This is an optimization exercise on Yosys and OpenROAD, whose aim is small area, not a production implementation. Only simulation tests tie the RTL to the original design; equivalence was not proved. No driver is modelled on the clock port, so clocking that relies on it looks cheaper here than on a real chip. Power and IR drop assume default switching activity.

==> job 3892: inputs <==
==> flow/design.v <==
package mem_loader_ram_pkg;
   localparam int MEM_ADDR_W = 8;
   localparam int MEM_DATA_W = 8;
   typedef enum logic [1:0] {
      LD_IDLE = 2'd0,
      LD_LEN  = 2'd1,
      LD_DATA = 2'd2,
      LD_DONE = 2'd3
   } ld_state_t;
endpackage
module mlr_hold1 (
   input  logic q,
   input  logic x,
   input  logic y,
   input  logic z,
   output logic d
);
   assign d = (q | x) & (y | z);
endmodule
module mlr_aoi222 (
   input  logic [2:0] a,
   input  logic [2:0] s,
   output logic       y_n
);
   assign y_n = ~|(a & s);
endmodule
module mlr_nand4 (
   input  logic [3:0] a,
   output logic       y
);
   assign y = ~&a;
endmodule
module mlr_nand2 (
   input  logic [1:0] a,
   output logic       y
);
   assign y = ~&a;
endmodule
module mlr_nand3 (
   input  logic [2:0] a,
   output logic       y
);
   assign y = ~&a;
endmodule
module mlr_or3_and (
   input  logic [2:0] a,
   input  logic       en,
   output logic       y
);
   assign y = (|a) & en;
endmodule
module mlr_nor2 (
   input  logic [1:0] a,
   output logic       y
);
   assign y = ~|a;
endmodule
module mlr_rdbit (
   input  logic [255:0] q,
   input  logic [255:0] s,
   input  logic         reset_n,
   output logic         d
);
   logic [85:0] l1_n;
   logic [21:0] l2;
   logic [10:0] l3_n;
   logic [2:0]  l4;
   logic        l5_n;
   for (genvar g = 0; g < 85; g++) begin : g_l1
      mlr_aoi222 u (.a(q[3*g +: 3]), .s(s[3*g +: 3]), .y_n(l1_n[g]));
   end
   mlr_nand2 u_l1 (.a({q[255], s[255]}), .y(l1_n[85]));
   for (genvar g = 0; g < 21; g++) begin : g_l2
      mlr_nand4 u (.a(l1_n[4*g +: 4]), .y(l2[g]));
   end
   mlr_nand2 u_l2 (.a(l1_n[84 +: 2]), .y(l2[21]));
   for (genvar g = 0; g < 11; g++) begin : g_l3
      mlr_nor2 u (.a(l2[2*g +: 2]), .y(l3_n[g]));
   end
   mlr_nand4 u_l4a (.a(l3_n[0 +: 4]), .y(l4[0]));
   mlr_nand4 u_l4b (.a(l3_n[4 +: 4]), .y(l4[1]));
   mlr_nand3 u_l4c (.a(l3_n[8 +: 3]), .y(l4[2]));
   mlr_or3_and u_l5 (.a(l4), .en(reset_n), .y(d));
endmodule
module mem_loader_ram #(
   parameter int ADDR_W = mem_loader_ram_pkg::MEM_ADDR_W,
   parameter int DATA_W = mem_loader_ram_pkg::MEM_DATA_W
) (
   input  logic              clk_qzt,
   input  logic              reset,
   input  logic [ADDR_W-1:0] cpu_addr,
   input  logic [DATA_W-1:0] cpu_wdata,
   input  logic              cpu_we,
   output logic [DATA_W-1:0] cpu_rdata,
   input  logic              ld_valid,
   input  logic [DATA_W-1:0] ld_data,
   output logic              ld_ready,
   input  logic              run_req,
   output logic              cpu_hold,
   output logic              cpu_reset,
   output logic [ADDR_W-1:0] cpu_res_addr,
   output logic [1:0]        ld_state
);
   localparam int NW = 256;
   logic [1:0] state;
   logic [7:0] ptr;
   logic [7:0] base;
   logic [7:0] cnt;
   logic       hold;
   logic       ld_we;
   assign hold      = |state;
   assign ld_ready  = ~&state;
   assign ld_state  = state;
   assign cpu_hold  = hold;
   assign cpu_reset = hold;
   assign ld_we     = (state == mem_loader_ram_pkg::LD_DATA) & ld_valid;
   always_ff @(posedge clk_qzt) begin
      if (reset) begin
         state        <= mem_loader_ram_pkg::LD_IDLE;
         cpu_res_addr <= '0;
      end else begin
         case (state)
            mem_loader_ram_pkg::LD_IDLE: if (ld_valid) state <= mem_loader_ram_pkg::LD_LEN;
            mem_loader_ram_pkg::LD_LEN:  if (ld_valid) state <= mem_loader_ram_pkg::LD_DATA;
            mem_loader_ram_pkg::LD_DATA: if (ld_valid && cnt == 8'd1) begin
               cpu_res_addr <= base - 8'd1;
               state        <= mem_loader_ram_pkg::LD_DONE;
            end
            default: if (run_req) state <= mem_loader_ram_pkg::LD_IDLE;
         endcase
      end
   end
   always_ff @(posedge clk_qzt) begin
      if (state == mem_loader_ram_pkg::LD_IDLE) begin
         ptr  <= ld_data;
         base <= ld_data;
      end else if (ld_we) begin
         ptr  <= ptr + 8'd1;
      end
      if (state == mem_loader_ram_pkg::LD_LEN) begin
         cnt <= ld_data;
      end else if (ld_we) begin
         cnt <= cnt - 8'd1;
      end
   end
   logic       we;
   logic [7:0] waddr;
   logic [7:0] wdata;
   assign we    = !reset && (hold ? ld_we : cpu_we);
   assign waddr = hold ? ptr : cpu_addr;
   assign wdata = hold ? ld_data : cpu_wdata;
   logic [15:0] xa_n, xb_n;      
   logic [7:0]  ya, yb;          
   logic [3:0]  zg;              
   always_comb begin
      for (int i = 0; i < 16; i++) begin
         xa_n[i] = !(we && waddr[7:4] == 4'(i));
         xb_n[i] = !(waddr[3:0] == 4'(i));
      end
      for (int i = 0; i < 8; i++) begin
         ya[i] = we && waddr[7:5] == 3'(i);
         yb[i] = waddr[4:2] == 3'(i);
      end
      for (int i = 0; i < 4; i++) begin
         zg[i] = waddr[1:0] == 2'(i);
      end
   end
   logic [NW-1:0]   wx;
   logic [NW/4-1:0] wy;
   logic [31:0]     wz;
   for (genvar k = 0; k < NW; k++) begin : g_wx
      mlr_nor2 u_x (.a({xa_n[k/16], xb_n[k%16]}), .y(wx[k]));
   end
   for (genvar i = 0; i < NW/4; i++) begin : g_wy
      mlr_nand2 u_y (.a({ya[i/8], yb[i%8]}), .y(wy[i]));
   end
   for (genvar g = 0; g < 4; g++) begin : g_wzg
      for (genvar b = 0; b < DATA_W; b++) begin : g_wzb
         mlr_nand2 u_z (.a({zg[g], ~wdata[b]}), .y(wz[8*g + b]));
      end
   end
   logic [8*NW-1:0] mem_q;
   logic [8*NW-1:0] mem_d;
   for (genvar k = 0; k < NW; k++) begin : g_row
      for (genvar b = 0; b < DATA_W; b++) begin : g_bit
         mlr_hold1 u_hold (
            .q (mem_q[8*k + b]),
            .x (wx[k]),
            .y (wy[k/4]),
            .z (wz[8*(k%4) + b]),
            .d (mem_d[8*k + b])
         );
      end
   end
   always_ff @(posedge clk_qzt) begin
      mem_q <= mem_d;
   end
   logic [15:0] rlo_n, rhi_n;
   always_comb begin
      for (int i = 0; i < 16; i++) begin
         rlo_n[i] = (cpu_addr[3:0] != 4'(i));
         rhi_n[i] = (cpu_addr[7:4] != 4'(i));
      end
   end
   logic [NW-1:0] rsel;
   for (genvar k = 0; k < NW; k++) begin : g_rdec
      mlr_nor2 u_rs (.a({rlo_n[k%16], rhi_n[k/16]}), .y(rsel[k]));
   end
   logic [DATA_W-1:0] rdata_d;
   for (genvar b = 0; b < DATA_W; b++) begin : g_rbit
      logic [NW-1:0] col;
      for (genvar k = 0; k < NW; k++) begin : g_col
         assign col[k] = mem_q[8*k + b];
      end
      mlr_rdbit u_rd (
         .q       (col),
         .s       (rsel),
         .reset_n (~reset),
         .d       (rdata_d[b])
      );
   end
   always_ff @(posedge clk_qzt) begin
      cpu_rdata <= rdata_d;
   end
endmodule
==> flow/run.sh <==
#!/bin/bash
# synth_recipe.tcl (not shown) runs the flow's synth.tcl, then flattens the netlist and writes it again
# the make line also repeats each setting of config.mk as NAME=value (left out here)
make -C /OpenROAD-flow-scripts/flow DESIGN_CONFIG=/design/flow/config.mk WORK_HOME=/design/flow/orfs CLKGATE_MAP_FILE= SYNTH_SCRIPT=/design/flow/synth_recipe.tcl finish
==> flow/config.mk <==
export PLATFORM = sky130hd
export DESIGN_NAME = mem_loader_ram
export DESIGN_NICKNAME = mem_loader_ram
export VERILOG_FILES = /design/flow/design.v
export SDC_FILE = /design/flow/constraint.sdc
export NUM_CORES = 4
export LEC_CHECK = 0
export CAP_MARGIN = 20
export CORE_MARGIN = 2
export CORE_UTILIZATION = 40
export CTS_CLUSTER_DIAMETER = 150
export CTS_CLUSTER_SIZE = 22
export PLACE_DENSITY = 0.45
export SLEW_MARGIN = 20
export SYNTH_HIERARCHICAL = 1
export SYNTH_MINIMUM_KEEP_SIZE = 0
==> flow/constraint.sdc <==
create_clock -name core_clock -period 7.0 [get_ports {clk_qzt}]
set_input_delay 1.4000 -clock core_clock [delete_from_list [all_inputs] [get_ports {clk_qzt}]]
set_output_delay 1.4000 -clock core_clock [all_outputs]
set_load 0.01 [all_outputs]
==> job 9370 (differences from job 3892) <==
==> flow/flow/run.sh (new file) <==
#!/bin/bash
# Layout flow: the standard ORFS flow, with two changes to how the layout
# is made (not to what is measured):
#  - placement-time repair may only use small buffers (flow/dontuse.tcl);
#  - CTS clusters up to 25 sinks per leaf buffer and adds no dummy loads.
# Synthesis is the standard one, unchanged.
set -euo pipefail
W=$(pwd)
bash standard.sh synth > "$W/run_synth.log" 2>&1
bash standard.sh \
  "PRE_GLOBAL_PLACE_TCL=$W/flow/dontuse.tcl" \
  "PRE_RESIZE_TCL=$W/flow/dontuse.tcl" \
  "PRE_CTS_TCL=$W/flow/dontuse.tcl" \
  "PRE_GLOBAL_ROUTE_TCL=$W/flow/dontuse.tcl" \
  "CTS_ARGS=-sink_clustering_enable -repair_clock_nets -dont_use_dummy_load -sink_clustering_size 25 -sink_clustering_max_diameter 250" \
  finish > "$W/run_finish.log" 2>&1
==> flow/flow/dontuse.tcl (new file) <==
# Keep the resizer's repairs to small buffers: long high-fanout nets then get
# several modest buffers instead of a few very large ones.
set_dont_use {sky130_fd_sc_hd__buf_6 sky130_fd_sc_hd__buf_8 sky130_fd_sc_hd__buf_12 sky130_fd_sc_hd__buf_16 sky130_fd_sc_hd__bufbuf_8 sky130_fd_sc_hd__bufbuf_16}
==> flow/standard.sh (new file) <==
#!/bin/bash
# synth_recipe.tcl (not shown) runs the flow's synth.tcl, then flattens the netlist and writes it again
# the make line also repeats each setting of config.mk as NAME=value (left out here)
make -C /OpenROAD-flow-scripts/flow DESIGN_CONFIG=/design/flow/config.mk WORK_HOME=/design/flow/orfs CLKGATE_MAP_FILE= SYNTH_SCRIPT=/design/flow/synth_recipe.tcl "${@:-finish}"
--- a/flow/config.mk
+++ b/flow/config.mk
@@ -10,5 +10,5 @@
 export CORE_UTILIZATION = 40
-export CTS_CLUSTER_DIAMETER = 150
-export CTS_CLUSTER_SIZE = 22
-export PLACE_DENSITY = 0.45
+export CTS_CLUSTER_DIAMETER = 250
+export CTS_CLUSTER_SIZE = 25
+export PLACE_DENSITY = 0.55
 export SLEW_MARGIN = 20
removed: flow/run.sh
==> job 922 (differences from job 3892) <==
==> flow/flow/run.sh (new file) <==
#!/bin/bash
# Layout flow: the standard ORFS flow, with two changes to how the layout
# is made (not to what is measured):
#  - placement-time repair may only use small buffers (flow/dontuse.tcl);
#  - CTS clusters up to 22 sinks per leaf buffer and adds no dummy loads.
# Synthesis is the standard one, unchanged.
set -euo pipefail
W=$(pwd)
bash standard.sh synth > "$W/run_synth.log" 2>&1
bash standard.sh \
  "PRE_GLOBAL_PLACE_TCL=$W/flow/dontuse.tcl" \
  "PRE_RESIZE_TCL=$W/flow/dontuse.tcl" \
  "PRE_CTS_TCL=$W/flow/dontuse.tcl" \
  "PRE_GLOBAL_ROUTE_TCL=$W/flow/dontuse.tcl" \
  "CTS_ARGS=-sink_clustering_enable -repair_clock_nets -dont_use_dummy_load -sink_clustering_size 22 -sink_clustering_max_diameter 150" \
  finish > "$W/run_finish.log" 2>&1
==> flow/flow/dontuse.tcl (new file) <==
# Keep the resizer's repairs to small buffers: long high-fanout nets then get
# several modest buffers instead of a few very large ones.
set_dont_use {sky130_fd_sc_hd__buf_6 sky130_fd_sc_hd__buf_8 sky130_fd_sc_hd__buf_12 sky130_fd_sc_hd__buf_16 sky130_fd_sc_hd__bufbuf_8 sky130_fd_sc_hd__bufbuf_16}
==> flow/standard.sh (new file) <==
#!/bin/bash
# synth_recipe.tcl (not shown) runs the flow's synth.tcl, then flattens the netlist and writes it again
# the make line also repeats each setting of config.mk as NAME=value (left out here)
make -C /OpenROAD-flow-scripts/flow DESIGN_CONFIG=/design/flow/config.mk WORK_HOME=/design/flow/orfs CLKGATE_MAP_FILE= SYNTH_SCRIPT=/design/flow/synth_recipe.tcl "${@:-finish}"
removed: flow/run.sh
==> comparison table <==
Result of the run: job 922 finished clean; job 9370 finished clean; job 3892 finished clean
Area overhead of the layout relative to synthesis: job 922 9.83%; job 9370 9.36%; job 3892 11.3%
Slowest stage cell, crit path: job 922 nand2_2; job 9370 nand2_2; job 3892 nor2_1
Global-route wire length before repair: job 922 493 mm; job 9370 456 mm; job 3892 485 mm
End point of the worst hold path: job 922 mem_q[169]; job 9370 mem_q[1414]; job 3892 mem_q[735]
Switching Fraction: job 922 0.347; job 9370 0.341; job 3892 0.342
Hold Crit Start: job 922 mem_q[169]; job 9370 mem_q[1414]; job 3892 mem_q[735]
Cell Int Power: job 922 0.0201 W; job 9370 0.0198 W; job 3892 0.0204 W
Crit. Startpoint: job 922 cpu_addr[1]; job 9370 cpu_addr[3]; job 3892 cpu_addr[1]
Final RePlAce weighted congestion: job 922 0.890; job 9370 0.918; job 3892 0.924
Startpoint of the worst-slack reg-to-reg timing path: job 922 state[1]; job 9370 state[0]; job 3892 state[0]
Utilization of the core after routing: job 922 0.441; job 9370 0.439; job 3892 0.447
Post-route met1 wirelength: job 922 148 mm; job 9370 133 mm; job 3892 144 mm
Non-clock buffer contribution to total cell area: job 922 0.0138; job 9370 0.0128; job 3892 0.0256
Area fraction of clock buffers and clock inverters: job 922 0.0328; job 9370 0.0294; job 3892 0.0343

static timing again, ports no longer ideal:
How much do the figures lean on ideal ports? The routed layouts below were timed once more, with nothing changed but the port constraints.
Step 1 sets driving cells, clkbuf_16 on the clock port and buf_2 on the other inputs (assumed; they add their load-dependent delay and slew).
Step 2, shift: input delay + t, output delay - t, t = (earliest + latest rising clock arrival at the registers) / 2. This alone moves slack from input paths to output paths.
Slacks: no drivers / after step 1 / after step 2; pairs: no drivers / after step 1.
run | t, ns | slack for setup (ns) | worst register clock-pin slew, ns
job 3892 | 0.884 | 1.152 / 1.227 / 0.343 | 0.10 / 0.10
job 9370 | 0.834 | 1.701 / 1.756 / 0.922 | 0.11 / 0.11
job 922 | 0.858 | 1.439 / 1.497 / 0.639 | 0.10 / 0.10
After both steps setup and hold are still met in every run listed. The setup slack of job 3892, which loses most, moves by +0.075 ns with the drivers and by -0.809 ns with both steps.
